From an optimization exercise on the open Yosys and OpenROAD flow, aimed at a short achievable clock period and few clock cycles; shortcuts taken in it are not production practice. Function was checked by simulation only, so behaviour that the tests miss may differ from the original. Power figures rest on the tool's default switching activity, not on a simulated workload.

==> build 21: inputs <==
## curve_plotter_top
module curve_plotter_top (
    input  logic        clk,
    input  logic        rst,
    input  logic        clear,
    input  logic        wr_en,
    input  logic [16:0] wr_token,
    input  logic        start,
    input  logic [9:0]  x_pos,
    output logic        ready,
    output logic [8:0]  y_pos
);
Settings: LEC_CHECK=0, ABC_CLOCK_PERIOD_IN_PS=3500, CAP_MARGIN=20, CORE_MARGIN=2, CORE_UTILIZATION=40, SLEW_MARGIN=20, SYNTH_MEMORY_MAX_BITS=32768; clock period 9.0 ns.
standard.sh (not shown) runs the stock make flow with config.mk's settings and CLKGATE_MAP_FILE= SYNTH_SCRIPT=/design/flow/synth_recipe.tcl, a recipe that flattens the netlist after the stock synthesis.
==> flow/flow/run.sh <==
#!/bin/bash
set -euo pipefail
bash standard.sh SETUP_SLACK_MARGIN=5.4 finish > make.log 2>&1
==> trial 97: changes against build 21 <==
--- a/flow/design.v
+++ b/flow/design.v
@@ -2732,13 +2732,12 @@
     localparam logic [1:0] K_PO   = 2'd0;
     localparam logic [1:0] K_OPL  = 2'd1;
     localparam logic [1:0] K_ROPL = 2'd2;
     localparam logic [1:0] K_OPS  = 2'd3;
     typedef enum logic [2:0] {
         S_IDLE,
-        S_XW,
         S_RUN,
         S_OUT,
         S_FWB
     } st_t;
     function automatic logic [15:0] xw_rom(input logic [9:0] xi);
         case (xi)
@@ -3791,13 +3790,12 @@
     logic [39:0]  ir;
     logic [8:0]   sel;
     logic         last;
     logic         folding;
     logic [6:0]   pc;
     logic [1:0]   ph;
-    logic [9:0]   xp;
     logic [15:0]  xw;
     logic [15:0]  t;
     logic [15:0]  bot;
     logic [24*16-1:0] stk;
     logic [15:0]  base;
     logic [6:0]   pcnt;
@@ -3928,14 +3926,13 @@
         if (run && op == 3'd4 && ph0) begin
             base <= opa;
             pcnt <= 7'(pexp) - 7'd1;
         end else if (run && ph == 2'd2) begin
             pcnt <= pcnt - 7'd1;
         end
-        if (state == S_IDLE) xp <= x_pos;
-        if (state == S_XW) xw <= xw_rom(xp);
+        if (state == S_IDLE) xw <= xw_rom(x_pos);
     end
     always_ff @(posedge clk) begin
         if (rst) begin
             state   <= S_IDLE;
             ready   <= 1'b1;
             y_pos   <= 9'd0;
@@ -3943,38 +3940,35 @@
             ph      <= 2'd0;
             folding <= 1'b0;
         end else begin
             case (state)
                 S_IDLE: begin
                     if (start) begin
+                        ir      <= rd_instr;
+                        sel     <= sel_of(rd_instr);
+                        last    <= (n_instr == 7'd1);
+                        ph      <= 2'd0;
+                        folding <= 1'b0;
                         if (n_instr == 7'd0 && !(bot_leaf[17] && bot_leaf[16])) begin
                             y_pos <= y_leaf;
                         end else begin
+                            pc    <= 7'd1;
                             ready <= 1'b0;
-                            state <= S_XW;
+                            state <= (n_instr == 7'd0) ? S_OUT : S_RUN;
                         end
                     end else if (fold_now) begin
                         ready <= 1'b0;
                     end else if (fold_pend) begin
                         ir      <= fold_instr;
                         sel     <= sel_of(fold_instr);
                         last    <= 1'b1;
                         ph      <= 2'd0;
                         folding <= 1'b1;
                         state   <= S_RUN;
                     end
                 end
-                S_XW: begin
-                    ir      <= rd_instr;
-                    sel     <= sel_of(rd_instr);
-                    pc      <= 7'd1;
-                    last    <= (n_instr == 7'd1);
-                    ph      <= 2'd0;
-                    folding <= 1'b0;
-                    state   <= (n_instr == 7'd0) ? S_OUT : S_RUN;
-                end
                 S_RUN: begin
                     ph <= ph_next;
                     if (adv) begin
                         if (last) begin
                             pc    <= 7'd0;
                             state <= folding ? S_FWB : S_OUT;
==> flow/run.sh (new file) <==
#!/bin/bash
# synth_recipe.tcl (not shown) runs the flow's synth.tcl, then flattens the netlist and writes it again
# the make line also repeats each setting of config.mk as NAME=value (left out here)
make -C /OpenROAD-flow-scripts/flow DESIGN_CONFIG=/design/flow/config.mk WORK_HOME=/design/flow/orfs CLKGATE_MAP_FILE= SYNTH_SCRIPT=/design/flow/synth_recipe.tcl finish
- PLACE_DENSITY: unset -> 0.5
- SETUP_SLACK_MARGIN: unset -> 5
removed: flow/flow/run.sh
removed: flow/standard.sh
==> qor summary <==
                                                                                trial 97          build 21
Post-layout power                                                                46.4 mW           53.1 mW
Met3 layer usage reported by global route                                         0.0571            0.0582
Post-CTS setup buffer count                                                          152               371
Effective utilization at floorplan                                                 0.402             0.402
Clock group power                                                                14.7 mW           14.1 mW
Number of tap cells added at floorplan                                              4773              4794
Adder-Cell Fraction of Synth Area                                                 0.0412            0.0407
Area after detailed placement                                                 151000 um2        152000 um2
Status                                                          timing/DRC/antenna clean  timing/DRC/antenna clean
Core Box Area                                                                 359000 um2        362000 um2
Floorplan row count                                                                  220               221
Data required time at the worst endpoint                                         9.68 ns           9.83 ns
Hold path endpoint                                                    i_machine.y_pos[8]  i_queue.oh_n[17]
Count of placed standard cells in the final layout, fillers left out               15400             16600
Testbench counts of build 21, summed over its fixed seeds: cycles 73,956.
Testbench counts of trial 97, summed over its fixed seeds: cycles 69,364.

afterwards: timing with drivers on the ports:
Ports are ideal in the flow. The routed layouts listed here were re-timed in OpenROAD. Step 1, drivers: a clkbuf_16 drives clk and a buf_2 each remaining input, both assumed. Step 2 times the ports against the registers' clock, not the clock port: input delays grow and output delays shrink by t, the midpoint of the rising clock arrivals with the driver on. Slacks: no drivers / after step 1 / after step 2; pairs: no drivers / after step 1.
| run | t, ns | slack for setup (ns) | hold WS [ns] | clock arrival spread, ns | worst data-port slew with drivers (ns) |
|---|---|---|---|---|---|
| build 21 | 1.066 | 4.909 / 4.909 / 4.194 | 0.463 / 0.463 / 0.463 | 0.138 / 0.138 | 0.34 |
| trial 97 | 1.051 | 4.841 / 4.841 / 3.881 | 0.466 / 0.466 / 0.466 | 0.108 / 0.108 | 0.25 |
After both steps every run listed still meets setup and hold. For trial 97, which loses most, drivers alone change the setup slack by 0.000 ns; drivers and shift together by -0.960 ns.
